Context: an optimization exercise on an open-source flow, tuned for small area, a short achievable clock period and few clock cycles per item. The choices shown serve that exercise and are no tape-out recipe. The RTL was checked by simulation tests, not by an equivalence proof against the original design. No activity file was given, so power comes from the tool's default toggle rates.

===== flow/run.sh =====
#!/bin/bash
# synth_recipe.tcl (not shown) runs the flow's synth.tcl, then flattens the netlist and writes it again
# the make line also repeats each setting of config.mk as NAME=value (left out here)
make -C /OpenROAD-flow-scripts/flow DESIGN_CONFIG=/design/flow/config.mk WORK_HOME=/design/flow/orfs CLKGATE_MAP_FILE= SYNTH_SCRIPT=/design/flow/synth_recipe.tcl finish

===== flow/constraint.sdc =====
create_clock -name core_clock -period 5.0 [get_ports {PKT_COMM_CLK}]
set_input_delay 1.0000 -clock core_clock [delete_from_list [all_inputs] [get_ports {PKT_COMM_CLK}]]
set_output_delay 1.0000 -clock core_clock [all_outputs]
set_load 0.01 [all_outputs]

===== flow/config.mk =====
export PLATFORM = sky130hd
export DESIGN_NAME = md5crypt_cmp
export DESIGN_NICKNAME = md5crypt_cmp
export VERILOG_FILES = /design/flow/design.v
export SDC_FILE = /design/flow/constraint.sdc
export NUM_CORES = 4
export LEC_CHECK = 0
export CAP_MARGIN = 20
export CORE_MARGIN = 2
export CORE_UTILIZATION = 50
export CTS_CLUSTER_DIAMETER = 80
export CTS_CLUSTER_SIZE = 30
export GPL_ROUTABILITY_DRIVEN = 0
export SETUP_SLACK_MARGIN = 2.7
export SLEW_MARGIN = 20

===== flow/design.v =====
`timescale 1ns/1ns
`default_nettype none
package pkt_comm_pkg;
	typedef logic [7:0] pkt_type_t;
	typedef logic [15:0] pkt_id_t;
	typedef logic [23:0] pkt_len_t;    
	typedef logic [31:0] checksum_t;
	typedef logic [15:0] out_word_t;   
	localparam pkt_type_t PKT_COMM_VERSION = 8'd2;
	localparam pkt_type_t PKT_TYPE_WORD_LIST = 8'd1;
	localparam pkt_type_t PKT_TYPE_CMP_CONFIG = 8'd3;
	localparam int PKT_MAX_TYPE = 6;
	localparam pkt_type_t OUTPKT_TYPE_CMP_RESULT = 8'hD4;
	localparam pkt_type_t OUTPKT_TYPE_PROCESSING_DONE = 8'hD2;
	localparam int ERR_INPKT_CHECKSUM = 0;    
	localparam int ERR_INPKT_LEN = 1;         
	localparam int ERR_INPKT_TYPE = 2;        
	localparam int ERR_PKT_VERSION = 3;       
	localparam int ERR_CMP_CONFIG = 7;        
	localparam int ERR_CMP_UNCONFIGURED = 0;  
endpackage
`default_nettype wire
`timescale 1ns/1ns
`default_nettype none
package cmp_pkg;
	localparam int HASH_ADDR_BITS_MAX = 16;
	typedef logic [31:0] hash_t;
	typedef logic [31:0] word_num_t;
	typedef logic [HASH_ADDR_BITS_MAX-1:0] hash_num_t;
endpackage
`default_nettype wire
`timescale 1ns/1ns
`default_nettype none
module md5crypt_cmp (
	input wire PKT_COMM_CLK,
	input wire rst_n,
	input wire [7:0] din,                    
	output logic rd_en,
	input wire empty,
	output logic [15:0] dout,                
	output logic wr_en,
	input wire full,
	output logic [7:0] pkt_comm_status,
	output logic [7:0] app_status
);
	localparam int H0 = 0;    
	localparam int H1 = 1;    
	localparam int HC = 2;    
	localparam int PY = 3;    
	localparam int PC = 4;    
	logic [3:0] ph;           
	logic [1:0] q;            
	logic rdy;
	logic nro;                
	logic [4:0] st;           
	logic e_ver, e_type, e_len, e_chk, e_cfg, e_unc;
	logic is_cfg;             
	logic [10:0] lenw;        
	logic lbad;               
	logic mism;               
	logic [31:0] sum;         
	logic cy;                 
	logic [9:0] ci;           
	logic [4:0] count;        
	logic cbad;
	logic wok;                
	logic last;               
	logic cfg_end;            
	logic [4:0] hc;           
	logic [31:0] tbl [16];    
	logic [15:0] mf;          
	logic fin;                
	logic hit;                
	logic done_pend;
	logic [7:0] d1;
	logic t_h0, t_h1, t_cs, t_py;
	logic busy;
	logic nbo;                
	logic [3:0] cnt;          
	logic c11;                
	logic odone;
	logic [15:0] oid;
	logic [10:0] oval;
	logic [3:0] ohn;
	assign rd_en = ~nro;
	wire take = rdy & ~empty;
	wire halt = e_ver | e_type | e_len | e_chk;
	wire l0 = ph[0];
	wire l1 = ph[1];
	wire l2 = ph[2];
	wire l3 = ph[3];
	wire m0 = ph[1];
	wire m1 = ph[2];
	wire m3 = ph[0];
	wire in_h0 = st[H0];
	wire in_h1 = st[H1];
	wire in_hc = st[HC];
	wire in_py = st[PY];
	wire in_pc = st[PC];
	wire in_cs = in_hc | in_pc;
	wire [10:0] ci_inc = {1'b0, ci} + 11'd1;
	wire byte_mm = (din ^ sum[7:0]) != 8'hFF;    
	wire ev = in_h0 & l0 & (din != 8'd2);
	wire et = in_h0 & l1 & (din != 8'd1) & (din != 8'd3);
	wire el = in_h1 & l2 & ((din != 8'd0) | lbad | (lenw == 11'd0) | (lenw[10] & (lenw[9:0] != 10'd0)));
	wire ec = in_cs & l3 & (mism | byte_mm);
	wire err_now = take & (ev | et | el | ec);
	wire pkt_end = take & in_pc & l3 & ~mism & ~byte_mm;
	wire adv = take & l3;    
	wire [4:0] st_n = {
		(in_pc & ~adv) | (in_py & adv & last),
		(in_py & ~(adv & last)) | (in_hc & adv),
		(in_hc & ~adv) | (in_h1 & adv),
		(in_h1 & ~adv) | (in_h0 & adv),
		(in_h0 & ~adv) | (in_pc & adv)};
	wire s1_cfg = t_py & is_cfg;
	wire s1_wl = t_py & ~is_cfg;
	wire cw = ci == 10'h3FF;                       
	wire wr_ok = s1_cfg & wok;                     
	logic [15:0] eq, we, mask;
	always_comb begin
		for (int i = 0; i < 16; i++) begin
			eq[i] = tbl[i][31:24] == d1;
			we[i] = wr_ok & (ci[3:0] == 4'(i));
			mask[i] = 5'(i) < hc;
		end
	end
	always_ff @(posedge PKT_COMM_CLK) begin
		for (int i = 0; i < 16; i++)
			tbl[i] <= {tbl[i][7:0], we[i] ? d1 : tbl[i][31:24], tbl[i][23:8]};
	end
	wire s1_add = t_h0 | t_h1 | t_py;
	wire [7:0] aa = t_h0 ? 8'h00 : sum[31:24];
	wire [7:0] ap = aa ^ d1;
	wire [7:0] ag = aa & d1;
	logic [8:0] ac;
	logic [7:0] gg, gp;
	always_comb begin
		gg[0] = ag[0];
		gp[0] = ap[0];
		for (int i = 1; i < 8; i++) begin
			gg[i] = ag[i] | (ap[i] & gg[i-1]);
			gp[i] = ap[i] & gp[i-1];
		end
		ac[0] = ~m0 & cy;
		for (int i = 1; i < 9; i++)
			ac[i] = gg[i-1] | (gp[i-1] & ac[0]);
	end
	wire [8:0] add = {ac[8], ap ^ ac[7:0]};
	wire [7:0] sum_2 = s1_add ? add[7:0] : t_cs ? 8'h00 : sum[31:24];
	always_ff @(posedge PKT_COMM_CLK) begin
		sum <= {sum[7:0], sum_2, sum[23:8]};
		if (s1_add)
			cy <= add[8];
		if (take & in_cs)
			mism <= (~l0 & mism) | byte_mm;
	end
	wire hitpend = fin & hit;
	wire ofin = c11 & ~full;                      
	wire ofree = ~busy | ofin;
	wire load_res = hitpend & ofree;
	wire done_now = ofree & ~hitpend & ~is_cfg;
	wire load_now = rdy & in_pc & l3 & done_now;
	wire load_pend = done_pend & ofree & ~hitpend;
	wire busy_n = load_res | load_pend | (pkt_end & done_now) | (busy & ~ofin);
	logic [15:0] mf_n;
	always_comb begin
		if (s1_wl)
			mf_n = (m0 ? mask : mf) & eq;
		else if (load_res)
			mf_n = 16'd0;
		else
			mf_n = mf;
	end
	logic [3:0] hn;
	always_comb begin
		hn = 4'd0;
		for (int i = 15; i >= 0; i--)
			if (mf[i]) hn = 4'(i);
	end
	wire allow_b2 = ~done_pend & ~hitpend & (~busy | (cnt >= 4'd6) | ((cnt == 4'd5) & ~full));
	wire s2 = hit & busy & ~ofin;    
	wire b2_stall = in_h0 & l1 & ~allow_b2;
	wire c0_take = l3 & ~is_cfg & (in_hc | (in_py & ~last));
	wire c0_wait = l3 & ~is_cfg & in_py;
	wire rdy_take = ~err_now & ~b2_stall & ~(c0_take & s2);
	wire rdy_wait = (q == 2'd1) & ~b2_stall & ~(c0_wait & s2);
	wire rdy_n = ~halt & (take ? rdy_take : rdy_wait);
	always_ff @(posedge PKT_COMM_CLK or negedge rst_n) begin
		if (!rst_n) begin
			ph <= 4'b1000;
			q <= 2'd1;
			rdy <= 1'b0;
			nro <= 1'b1;
			st <= 5'b00001;
			e_ver <= 1'b0;
			e_type <= 1'b0;
			e_len <= 1'b0;
			e_chk <= 1'b0;
			e_cfg <= 1'b0;
			e_unc <= 1'b0;
			hc <= 5'd0;
			fin <= 1'b0;
			done_pend <= 1'b0;
			busy <= 1'b0;
			nbo <= 1'b1;
			cfg_end <= 1'b0;
			t_h0 <= 1'b0;
			t_h1 <= 1'b0;
			t_cs <= 1'b0;
			t_py <= 1'b0;
		end else begin
			ph <= {ph[2:0], ph[3]};
			q <= take ? 2'd0 : q - 2'd1;
			st <= st_n;
			rdy <= rdy_n;
			nro <= ~rdy_n;
			if (take & ev) e_ver <= 1'b1;
			if (take & et) e_type <= 1'b1;
			if (take & el) e_len <= 1'b1;
			if (take & ec) e_chk <= 1'b1;
			cfg_end <= pkt_end & is_cfg;
			t_h0 <= take & in_h0;
			t_h1 <= take & in_h1;
			t_cs <= take & in_cs;
			t_py <= take & in_py;
			if (s1_cfg & cw & m1 & (cbad | (d1 != 8'd0)))
				e_cfg <= 1'b1;                      
			if (s1_cfg & ~cw & m3 & ~wok)
				e_cfg <= 1'b1;                      
			if (cfg_end) begin
				if (ci != {5'd0, count})
					e_cfg <= 1'b1;                  
				else if (!e_cfg)
					hc <= count;
			end
			if (s1_wl & m3) begin
				fin <= 1'b1;
				if (hc == 5'd0)
					e_unc <= 1'b1;
			end else if ((s1_wl & m0) | load_res)
				fin <= 1'b0;
			done_pend <= (done_pend & ~load_pend) | (pkt_end & ~is_cfg & ~done_now);
			busy <= busy_n;
			nbo <= ~busy_n;
		end
	end
	logic [9:0] ci_n;
	logic [4:0] count_n;
	logic cbad_n;
	always_comb begin
		ci_n = ci;
		if (take & in_hc)
			ci_n = 10'h3FF;
		else if (t_py & m3)
			ci_n = ci_inc[9:0];
		count_n = count;
		cbad_n = cbad;
		if (s1_cfg & cw & m0) begin
			count_n = d1[4:0];
			cbad_n = (d1 == 8'd0) | (d1 > 8'd16);
		end else if (s1_cfg & cw & m1)
			cbad_n = cbad | (d1 != 8'd0);
	end
	wire [10:0] psum = oval + {7'd0, ohn};
	wire [3:0] cnt_n = cnt + {3'd0, busy & ~full};
	logic [15:0] nxt;
	always_comb begin
		case (cnt_n)
		4'd0: nxt = odone ? 16'hD202 : 16'hD402;
		4'd1: nxt = oid;
		4'd2: nxt = 16'h0008;
		4'd4: nxt = odone ? 16'h2DF5 : 16'h2BF5;
		4'd5: nxt = ~oid;
		4'd6: nxt = {5'd0, oval};
		4'd8: nxt = {12'd0, ohn};
		4'd10: nxt = ~{5'd0, psum};
		4'd11: nxt = 16'hFFFF;
		default: nxt = 16'h0000;
		endcase
	end
	always_ff @(posedge PKT_COMM_CLK) begin
		d1 <= din;
		if (take & in_h0 & l1)
			is_cfg <= din[1];
		if (take & in_h0 & l2)
			oid[7:0] <= din;
		if (take & in_h0 & l3)
			oid[15:8] <= din;
		if (take & in_h1 & l0) begin
			lenw[5:0] <= din[7:2];
			lbad <= din[1:0] != 2'd0;
		end
		if (take & in_h1 & l1) begin
			lenw[10:6] <= din[4:0];
			lbad <= lbad | (din[7:5] != 3'd0);
		end
		ci <= ci_n;
		count <= count_n;
		cbad <= cbad_n;
		if (take & in_hc)
			wok <= 1'b0;
		else if (t_py & m3)
			wok <= cw ? ~cbad : wok & (ci_inc[4:0] != count);
		last <= (ci + 10'd2) == lenw[9:0];
		mf <= mf_n;
		hit <= |mf_n;
		if (load_res) begin
			odone <= 1'b0;
			oval <= {1'b0, ci};
			ohn <= hn;
			cnt <= 4'd0;
			c11 <= 1'b0;
		end else if (load_now | load_pend) begin
			odone <= 1'b1;
			oval <= ci_inc;
			ohn <= 4'd0;
			cnt <= 4'd0;
			c11 <= 1'b0;
		end else if (busy & ~full) begin
			cnt <= cnt + 4'd1;
			c11 <= cnt == 4'd10;
		end
		if (load_res)
			dout <= 16'hD402;
		else if (load_now | load_pend)
			dout <= 16'hD202;
		else
			dout <= nxt;
	end
	assign wr_en = ~(nbo | full);
	assign pkt_comm_status = {e_cfg, 3'b000, e_ver, e_type, e_len, e_chk};
	assign app_status = {7'd0, e_unc};
endmodule
`default_nettype wire

==> results.py, run 1 <==
metrics = {
    "synthesis": {
        "ys_ff_latch": 688,
        "netlist_top_cells_area": "dfxtp_1 56%, edfxtp_1 7.1%, xor2_1 4.0%, mux2_1 3.7%, xnor2_1 3.3%",
        "synth.top_cells.by_count": "604 x dfxtp_1, 99 x xor2_1, 83 x nand2_1",
        "ys.warnings.count": 2,
        "ys_seq_area_share_pct": 67.1,
        "synth_top_area_share_pct": 56.2,
        "synth_edf_count": 51,
        "ys.flop_type": "dfxtp_1",
        "syn_area_per_cell_sq_um": 12.8,
        "synth.most_common_cell": "dfxtp_1",
        "async_flop_share_pct": 4.80,
        "yosys.area.top_type": "dfxtp_1",
        "syn_inst": 1688,
        "syn-cell-area_sq_um": 21500,
        "ys_types": 77,
    },
    "job": {
        "cap_violations": 0,
    },
    "clock_tree": {
        "cts_tree": "built",
        "path_clk_slew_ns": 0.10,
        "insertion_delay_ns": 0.58,
        "numCtsBuffers": 34,
        "cts_num_sinks": 688,
        "hold_buffers": 0,
        "cts_root_buffer": "clkbuf_16",
        "cts_max_path_buffers": 3,
        "htreeDepth": 2,
    },
    "floorplan": {
        "die_h_microns": 212,
        "rows": 76,
        "coreArea_sq_um": 42800,
        "dieArea_sq_um": 44700,
        "pin_count": 46,
        "start_util_pct": 50.3,
        "die_w_microns": 212,
    },
    "grt": {
        "grt_max_degree": 35,
        "grt_util_met3_pct": 3.74,
        "overflow": 0,
        "grt_pass1_vias": 11700,
        "use_met2_pct": 30.9,
        "met1_usage_pct": 26.8,
        "antenna_found_initial": 0,
        "grt_pass1_wl_microns": 67300,
        "top_usage_layer": "met2",
        "grt_usage_pct": 19.7,
    },
    "setup_path": {
        "critPathRequiredTime_ns": 5.46,
        "reg2reg_to": "tbl[7][17]",
        "rrSetupSlack_ns": 2.71,
        "cp_max_fo": 8,
        "critPathLaunchType": "input port",
        "r2r_cells": 4,
        "crit-reg2reg-launch": "is_cfg",
        "critPathKind": "in2reg",
        "endpoint_kind": "register",
        "cp.arrival_ns": 2.79,
    },
    "pwr": {
        "power_density_nw_per_um2": 438,
        "internal_power_mw": 7.91,
        "p_leak_nw": 10.1,
        "p_comb_share_pct": 13.3,
        "netSwitchingFraction_pct": 26.1,
        "ir_drop_mv": 0.283,
        "p_clk_share_pct": 32.0,
        "seqPwrFrac_pct": 54.7,
        "p_switching_mw": 2.79,
    },
    "drt": {
        "vias_per_cell": 5.14,
        "detail-route-antenna-nets": 0,
        "drt_iter0_markers": 672,
        "drt_first_pass_iters": 4,
        "drt-total-wl_microns": 43700,
        "vias": 12000,
        "wl_per_cell_microns": 18.8,
        "drc": 0,
    },
    "timing": {
        "skew_ns": 0.0240,
        "tns_ns": 0,
        "final-setup-viol-count": 0,
        "max_slew_margin_pct": 44.5,
        "finalHoldViolations": 0,
        "max_freq_ghz": 0.428,
        "period_needed_ns": 2.34,
        "slew_viol_final": 0,
        "worst_pin_slew_ns": 0.833,
        "rsz0062_at_grt": "yes",
        "holdWs_ns": 0.317,
        "min_period_over_period_pct": 46.7,
    },
    "min_path": {
        "worstHoldPathCells": 0,
        "min_path_type": "reg2reg",
        "hold_end": "tbl[4][4]",
        "hold_path.startpoint": "tbl[4][12]",
    },
    "finish": {
        "drive_above_1_share_pct": 17.2,
        "fin_nets": 1798,
        "area_delta_synth_final_pct": 13.5,
    },
    "status": {
        "status": "no timing/DRC/antenna violations",
    },
    "placed_design": {
        "dp_hpwl_microns": 27800,
        "portBuffers": 35,
    },
}
[power groups by stage]
stage / combinational, mW / clock (mW) / sequential [mW]
after floorplan: 0.988 / 0 / 5.93
after global placement: 1.21 / 0 / 5.99
after detailed placement: 1.23 / 0 / 6.00
after CTS: 1.28 / 3.52 / 5.86
after global routing: 1.56 / 3.71 / 5.87
final: 1.42 / 3.43 / 5.85
[critical path: stages]
cell	delay (ns)
buf_6	0.11
nand2b_4	0.16
a21o_4	0.25
and2_4	0.18
a22o_1	0.23
or4_4	0.55
nor4_4	0.22
nand3_1	0.09
[through the flow]
stage / cell area (sq um) / worst slack [ns] / util (%) / cells / power (mW)
finish: 24400 / 2.66 / 57.1 / 2327 / 10.7
global route: 24400 / 2.61 / 57.1 / 2326 / 11.1
CTS: 24000 / 2.64 / 56.0 / 2283 / 10.7
detailed placement: 22400 / 1.10 / 52.3 / 2200 / 7.23
global placement: 22400 / 1.21 / 52.3 / 2200 / 7.20
floorplan: 21700 / 2.23 / - / 1697 / 6.91
[sequential cells by signal (all words and copies together), names as in the netlist, 2 cells and up, named ones only]
register  count
ohn           4
lenw         11
count         5
cnt           4
sum          32
ph            4
st            2
tbl         512
d1            8
hc            5
q             2
ci           10
mf           16
dout         16
oid          16
oval         11
[worst max path at each step]
stage                     from        to  slack, ns  depth (start not counted)
after floorplan           full   dout[0]       2.23                         13
after global placement    full  dout[10]       1.21                         12
after detailed placement  full   dout[2]       1.10                         10
after CTS                 busy   dout[6]       2.64                         10
after global routing      full       hit       2.61                          8
final                     full       hit       2.66                          8
[cells by family (layout without fill, tap and decap cells)]
family | Yosys count | after routing | share of synthesized area [%]
adders and majority gates | 25 | 25 | 1.52
xor gates and xnor gates | 181 | 181 | 7.36
muxes | 135 | 135 | 7.11
and+or+nand+nor | 339 | 339 | 8.12
other | 1 | 11 | 0.0174
AOI/OAI and AO/OA | 196 | 197 | 6.01
buffers and inverters | 123 | 205 | 2.71
DFF | 688 | 688 | 67.1
[metal layers]
layer,vias to the layer above,wire [microns]
li1,5874,-
met4,0,1840
met1,5780,20600
met3,89,1750
met5,-,0
met2,211,19500
[cell usage in the layout, fill, tap and decap left out, types with 8 or more instances in the layout]
cell type        n
xor2_1          98
nand2b_1        14
a22o_1           8
nand4_1         20
nor4_1          19
a21oi_1         44
a31oi_1          9
nor2_2          15
ha_1            19
dfxtp_1        592
mux2_1          70
inv_1           30
xnor2_1         82
nand2_1         82
dfrtp_1         21
nor3_1          25
and3_1          19
edfxtp_1        51
dlygate4sd2_1   21
nand3_1         29
nor2b_1         12
buf_4           74
clkbuf_16       37
dfxtp_4         10
o2bb2ai_1        9
buf_6            9
o21ai_0         37
conb_1          10
mux2_2          54
nor2_1          44
o21ai_1         11
[timing repair]
| action | in CTS | in global routing |
|---|---|---|
| pin swaps | 2 | 15 |
| setup buffers | 27 | 43 |
| resized for setup | 119 | 48 |
| cloned | 1 | 0 |
| endpoints found under the setup margin | 253 | 54 |
[layout make-up]
type                       count  area [sq um]
clock buffer                  40           947
tap                          546           683
timing repair buffer         119           987
antenna                        1          2.50
sequential                   688         14500
fill                        3540         18300
clock inverter                15           264
multi-input combinational    887          6940
inverter                      31           116
Testbench counts, summed over its fixed seeds: cycles 37,387, items 8,714.
==> inputs of run 2 (changes only) <==
--- a/flow/config.mk
+++ b/flow/config.mk
@@ -11,5 +11,4 @@
 export CTS_CLUSTER_DIAMETER = 80
 export CTS_CLUSTER_SIZE = 30
-export GPL_ROUTABILITY_DRIVEN = 0
 export SETUP_SLACK_MARGIN = 2.7
 export SLEW_MARGIN = 20
==> run 2 against run 1 <==
Still clean. Utilization down 1.4 points. Fmax up 0.28%. First-iteration DRC count up 3.6%. Design area down 2.4%. Critical path type is now in2out.
==> results.py, run 2 <==
metrics = {
    "status": {
        "status": "no timing/DRC/antenna violations",
    },
    "finish": {
        "drive_above_1_share_pct": 14.4,
        "final_cell_mix": "592 x dfxtp_1, 98 x xor2_1, 82 x xnor2_1, 82 x nand2_1, 70 x mux2_1",
        "multi_input_area_sq_um": 6860,
        "fin_nets": 1764,
        "top_regs": "tbl: 512 flops, sum: 32 flops",
        "area_delta_synth_final_pct": 10.8,
        "top_register": "tbl",
        "regArea_sq_um": 14500,
        "final_common_cell": "dfxtp_1",
        "final_cells": 2286,
        "final_util_pct": 55.7,
        "n_fill_cell": 3625,
        "largest_reg_flops": 512,
        "n_antenna_cell": 0,
    },
    "timing": {
        "worst_pin_slew_ns": 0.849,
        "skew_ns": 0.0261,
        "max_slew_margin_pct": 43.4,
        "fin_ws_ns": 2.67,
        "rsz0062_at_grt": "yes",
        "finalHoldViolations": 0,
        "period_needed_ns": 2.33,
        "tns_ns": 0,
        "slew_viol_final": 0,
        "max_freq_ghz": 0.429,
        "final-setup-viol-count": 0,
        "min_period_over_period_pct": 46.6,
    },
    "placed_design": {
        "dp_cells": 2197,
        "pre_cts_ws_ns": 1.13,
        "place_congestion": 0.891,
        "dp_hpwl_microns": 27700,
        "portBuffers": 35,
    },
    "setup_path": {
        "endpoint_kind": "output pin",
        "critPathKind": "in2out",
        "reg2reg_to": "hit",
        "crit-reg2reg-launch": "hc[3]",
        "rrSetupSlack_ns": 2.72,
        "critPathLaunchType": "input port",
        "cp.arrival_ns": 1.33,
        "r2r_cells": 7,
        "critPathRequiredTime_ns": 4.00,
        "cp_max_fo": 4,
    },
    "synthesis": {
        "async_flop_share_pct": 4.80,
        "synth_top_area_share_pct": 56.2,
        "ys.warnings.count": 2,
        "syn_area_per_cell_sq_um": 12.8,
        "ys_ff_latch": 688,
        "ys.flop_type": "dfxtp_1",
        "ys_types": 77,
        "yosys.area.top_type": "dfxtp_1",
        "ys_seq_area_share_pct": 67.1,
        "netlist_top_cells_area": "dfxtp_1 56%, edfxtp_1 7.1%, xor2_1 4.0%, mux2_1 3.7%, xnor2_1 3.3%",
        "synth_edf_count": 51,
        "syn_inst": 1688,
        "synth.most_common_cell": "dfxtp_1",
        "synth.top_cells.by_count": "604 x dfxtp_1, 99 x xor2_1, 83 x nand2_1",
        "syn-cell-area_sq_um": 21500,
    },
    "floorplan": {
        "coreArea_sq_um": 42800,
        "pin_count": 46,
        "die_w_microns": 212,
        "die_h_microns": 212,
        "start_util_pct": 50.3,
        "dieArea_sq_um": 44700,
        "rows": 76,
    },
    "clock_tree": {
        "cts_tree": "built",
        "cts_max_path_buffers": 3,
        "numCtsBuffers": 29,
        "path_clk_slew_ns": 0.11,
        "cts_root_buffer": "clkbuf_16",
        "hold_buffers": 0,
        "insertion_delay_ns": 0.60,
        "cts_num_sinks": 688,
        "htreeDepth": 1,
    },
    "grt": {
        "overflow": 0,
        "grt_usage_pct": 19.4,
        "antenna_found_initial": 2,
        "grt_pass1_wl_microns": 66600,
        "grt_pass1_vias": 11400,
        "grt_max_degree": 34,
    },
    "drt": {
        "detail-route-antenna-nets": 0,
        "drt-total-wl_microns": 43300,
        "vias": 11900,
        "drc": 0,
        "drt_first_pass_iters": 5,
        "vias_per_cell": 5.18,
        "drt_iter0_markers": 696,
        "wl_per_cell_microns": 19.0,
    },
    "job": {
        "cap_violations": 0,
    },
    "pwr": {
        "p_leak_nw": 9.82,
        "power_density_nw_per_um2": 421,
        "ir_drop_mv": 0.287,
    },
    "min_path": {
        "min_path_type": "reg2reg",
        "hold_end": "tbl[15][3]",
        "hold_path.startpoint": "tbl[15][11]",
        "worstHoldPathCells": 0,
    },
}
run 2: cell counts after synthesis:
Identical to the previous run, type by type.
run 2: cells by family (layout without fill, tap and decap cells):
family / Yosys count / count (layout) / synth area share, %
AND/OR/NAND/NOR: 339 / 339 / 8.12
multiplexers: 135 / 135 / 7.11
XOR/XNOR: 181 / 181 / 7.36
adder cells (fa/ha/maj): 25 / 25 / 1.52
AO/OA/AOI/OAI: 196 / 196 / 6.01
other: 1 / 10 / 0.0174
buffers and inverters: 123 / 166 / 2.71
flip-flops: 688 / 688 / 67.1
run 2: cell type report:
| class | count | share of cell area [%] |
|---|---|---|
| inverters | 31 | 0.488 |
| repair buffers | 91 | 3.44 |
| clock buffers | 36 | 3.15 |
| clock inverters | 8 | 0.446 |
| multi-input cells | 886 | 28.8 |
| flip-flops and latches | 688 | 60.8 |
| well taps | 546 | 2.86 |
run 2: metal layers:
| layer | vias up | routed length (microns) | GRT usage (%) |
|---|---|---|---|
| li1 | 5810 | - | - |
| met1 | 5719 | 20500 | 27.0 |
| met2 | 235 | 19300 | 30.5 |
| met3 | 85 | 1700 | 2.67 |
| met4 | 2 | 1900 | 8.38 |
| met5 | - | 13 | 0 |
run 2: through the flow:
stage | instance area (sq um) | hold slack [ns] | total power, mW
3_5_place_dp | 22400 | 0.312 | 7.23
3_3_place_gp | 22400 | 0.310 | 7.21
4_1_cts | 23700 | 0.322 | 10.1
5_1_grt | 23900 | 0.324 | 10.5
2_1_floorplan | 21700 | 0.310 | 6.91
6_report | 23900 | 0.324 | 10.0
run 2: timing repair:
| item | in CTS | in global routing |
|---|---|---|
| setup endpoints to repair | 251 | 61 |
| pin swaps | 5 | 8 |
| setup buffers | 39 | 6 |
| resized for setup | 118 | 27 |
| cloned | 0 | 0 |
run 2: power breakdown:
part / total (mW) / internal (mW) / leakage, nW / switching [mW]
clock: 2.80 / 1.12 / 0.416 / 1.68
combinational: 1.38 / 0.629 / 3.63 / 0.748
sequential: 5.86 / 5.70 / 5.77 / 0.158
total: 10.0 / 7.45 / 9.82 / 2.59
run 2: worst max path at each step:
stage	from	end	slack [ns]	cells after the start
after floorplan	full	dout[0]	2.23	13
after global placement	full	dout[10]	1.21	12
after detailed placement	full	dout[2]	1.13	9
after CTS	nbo	wr_en	2.65	2
after global routing	d1[3]	hit	2.57	7
final	full	wr_en	2.67	3
run 2: worst max-delay path, stage by stage:
cell and delay (ns):
buf_6 0.11, nor2_2 0.09, buf_2 0.13
==> inputs of run 3 (changes only) <==
--- a/flow/config.mk
+++ b/flow/config.mk
@@ -9,6 +9,6 @@
 export CORE_MARGIN = 2
 export CORE_UTILIZATION = 50
-export CTS_CLUSTER_DIAMETER = 80
-export CTS_CLUSTER_SIZE = 30
+export CTS_CLUSTER_DIAMETER = 70
+export CTS_CLUSTER_SIZE = 32
 export SETUP_SLACK_MARGIN = 2.7
 export SLEW_MARGIN = 20
==> run 3 against run 2 <==
Cell count up 1.4%. Sequential power about the same. Non-clock buffer count up 17. Largest cell class unchanged. Highest routed layer unchanged.
==> results.py, run 3 <==
metrics = {
    "synthesis": {
        "synth.most_common_cell": "dfxtp_1",
        "yosys.area.top_type": "dfxtp_1",
        "synth_fa_ha_area_share_pct": 1.52,
        "synthMuxAreaShare_pct": 7.11,
        "async_flop_share_pct": 4.80,
        "ys.warnings.count": 2,
        "netlist_top_cells_area": "dfxtp_1 56%, edfxtp_1 7.1%, xor2_1 4.0%, mux2_1 3.7%, xnor2_1 3.3%",
        "synth_top_family_by_area": "simple AND/OR/NAND/NOR gates",
        "synth.top_cells.by_count": "604 x dfxtp_1, 99 x xor2_1, 83 x nand2_1",
        "synth_compound_area_share_pct": 6.01,
        "synth_top_area_share_pct": 56.2,
        "syn-cell-area_sq_um": 21500,
        "syn_inst": 1688,
        "ys.flop_type": "dfxtp_1",
        "synth-simple-area-share_pct": 8.12,
        "synth_xor_area_share_pct": 7.36,
        "syn_area_per_cell_sq_um": 12.8,
        "ys_types": 77,
        "ys_seq_area_share_pct": 67.1,
        "ys_ff_latch": 688,
        "synth_edf_count": 51,
    },
    "drt": {
        "detail-route-antenna-nets": 0,
        "vias_per_cell": 5.19,
        "drc": 0,
        "wl_per_cell_microns": 19.2,
        "vias": 12000,
        "drt_first_pass_iters": 5,
        "drt-total-wl_microns": 44400,
        "drt_iter0_markers": 704,
    },
    "placed_design": {
        "portBuffers": 35,
        "placed_area_sq_um": 22400,
        "dp_cells": 2197,
        "dp_hpwl_microns": 27700,
        "place_congestion": 0.891,
    },
    "setup_path": {
        "cpMostUsedCell": "buf_6",
        "endpoint_kind": "output pin",
        "rrSetupSlack_ns": 2.71,
        "cp_slowest_stage_delay_ns": 0.11,
        "critPathRequiredTime_ns": 4.00,
        "critPathLaunchType": "input port",
        "crit_chain": "buf_6, nor2_4, buf_6",
        "cp.arrival_ns": 1.31,
        "cp_max_fo": 4,
        "critPathKind": "in2out",
        "cp_slowest_cell": "buf_6",
    },
    "timing": {
        "worst_pin_slew_ns": 0.848,
        "skew_ns": 0.0247,
        "finalHoldViolations": 0,
        "final-setup-viol-count": 0,
        "max_freq_ghz": 0.433,
        "slew_viol_final": 0,
        "tns_ns": 0,
        "min_period_over_period_pct": 46.2,
        "max_slew_margin_pct": 43.5,
        "rsz0062_at_grt": "yes",
        "period_needed_ns": 2.31,
    },
    "pwr": {
        "ir_drop_mv": 0.323,
        "power_density_nw_per_um2": 438,
        "p_leak_nw": 10.1,
        "total_power_mw": 10.7,
    },
    "clock_tree": {
        "hold_buffers": 0,
        "insertion_delay_ns": 0.57,
        "cts_max_path_buffers": 3,
        "htreeDepth": 2,
        "cts_root_buffer": "clkbuf_16",
        "cts_tree": "built",
        "path_clk_slew_ns": 0.11,
        "numCtsBuffers": 34,
        "cts_num_sinks": 688,
    },
    "floorplan": {
        "dieArea_sq_um": 44700,
        "start_util_pct": 50.3,
        "rows": 76,
        "die_h_microns": 212,
        "die_w_microns": 212,
        "coreArea_sq_um": 42800,
        "pin_count": 46,
    },
    "job": {
        "cap_violations": 0,
    },
    "finish": {
        "final_util_pct": 57.0,
        "drive_above_1_share_pct": 16.4,
        "final_cells": 2317,
        "final_common_cell": "dfxtp_1",
        "final_cell_mix": "592 x dfxtp_1, 98 x xor2_1, 82 x xnor2_1, 82 x nand2_1, 70 x mux2_1",
        "top_regs": "tbl: 512 flops, sum: 32 flops",
        "largest_reg_flops": 512,
        "top_register": "tbl",
        "area_delta_synth_final_pct": 13.3,
        "fin_nets": 1787,
        "finalInstanceArea_sq_um": 24400,
    },
    "status": {
        "status": "no timing/DRC/antenna violations",
    },
    "grt": {
        "grt_max_degree": 34,
        "overflow": 0,
        "grt_usage_pct": 19.7,
        "grt_pass1_vias": 11500,
        "antenna_found_initial": 2,
        "grt_pass1_wl_microns": 67000,
    },
    "min_path": {
        "min_path_type": "reg2reg",
    },
}
run 3: cell types whose count changed in the layout (fill, tap and decap cells not counted), moves of 3 or more:
cell           previous run  this run
clkinv_16                 0         3
dlygate4sd2_1            17        21
clkbuf_1                  7         3
clkbuf_16                29        37
buf_4                    44        62
run 3: through the flow:
stage               hold WS (ns)  setup slack [ns]
global placement           0.310              1.21
floorplan                  0.310              2.23
global route               0.302              2.54
detailed placement         0.312              1.13
finish                     0.303              2.69
CTS                        0.304              2.63
run 3: what timing repair did:
action | CTS | global route
resized for setup | 113 | 40
setup buffers | 30 | 31
hold endpoints to repair | 0 | 0
cloned | 1 | 1
endpoints found under the setup margin | 249 | 67
pin swaps | 5 | 18
run 3: cell type report:
class	instances	area [sq um]
fill	3565	18400
sequential	688	14500
multi-input combinational	887	6900
timing repair buffer	108	951
clock buffer	40	937
tap	546	683
clock inverter	15	287
inverter	31	116
antenna	2	5.00
run 3: per-layer routing:
layer / vias to the layer above / track usage (%) / share of wire (%)
li1: 5865 / - / -
met1: 5831 / 27.0 / 47
met2: 248 / 30.9 / 45
met3: 80 / 3.23 / 4.1
met4: 2 / 8.52 / 3.7
met5: - / 0 / 0.029
run 3: worst paths after layout:
kind	start	to	depth (start not counted)
setup / recovery	full	wr_en	3
setup reg to reg	busy	dout[7]	11
hold reg to reg	tbl[6][3]	tbl[6][27]	0
hold / removal	tbl[6][3]	tbl[6][27]	0
max in group asynchronous	rst_n	ph[1]	1
min in group asynchronous	rst_n	q[1]	1
run 3: power breakdown:
part	switching, mW	internal, mW	total (mW)	leakage [nW]
clock network	1.86	1.55	3.41	0.584
logic	0.775	0.629	1.40	3.73
registers	0.155	5.70	5.86	5.77
run 3: worst max-delay path, delay by kind of cell:
kind / cells / cell delay [ns]
buffers and inverters: 2 / 0.21
AND/OR/NAND/NOR: 1 / 0.10
run 3: logic make-up (layout without fill, tap and decap cells):
logic type / after synthesis / count (layout)
compound gates: 196 / 197
other cells: 1 / 12
fa+ha+maj: 25 / 25
flops: 688 / 688
simple gates: 339 / 339
buf+inv: 123 / 194
mux: 135 / 135
xor+xnor: 181 / 181

[afterwards: timing with drivers on the ports]
The results above use ideal ports. As a check the final layouts listed here were re-extracted and re-timed, cells and wires unchanged. Step 1 (the two cells are an assumption about what drives the block):
set clk [get_ports {PKT_COMM_CLK}]
set_driving_cell -lib_cell sky130_fd_sc_hd__clkbuf_16 $clk
set_driving_cell -lib_cell sky130_fd_sc_hd__buf_2 [delete_from_list [all_inputs] $clk]
Step 2 also shifts input and output timing later by t, the mid clock arrival at the registers, as if the neighbouring blocks saw the same clock. a / b / c = ideal ports / drivers / drivers and shift; a / b = the first two.
run | shift t [ns] | setup slack, ns | clock arrival spread, ns | worst register clock-pin slew, ns | worst data-port slew with drivers (ns)
run 1 | 0.619 | 2.663 / 2.645 / 2.063 | 0.032 / 0.031 | 0.11 / 0.11 | 0.04
run 2 | 0.641 | 2.669 / 2.638 / 2.061 | 0.027 / 0.027 | 0.11 / 0.11 | 0.04
run 3 | 0.613 | 2.690 / 2.658 / 2.098 | 0.030 / 0.031 | 0.11 / 0.11 | 0.04
After both steps setup and hold are still met in every run listed. The setup slack of run 2, which loses most, moves by -0.031 ns with the drivers and by -0.608 ns with both steps.
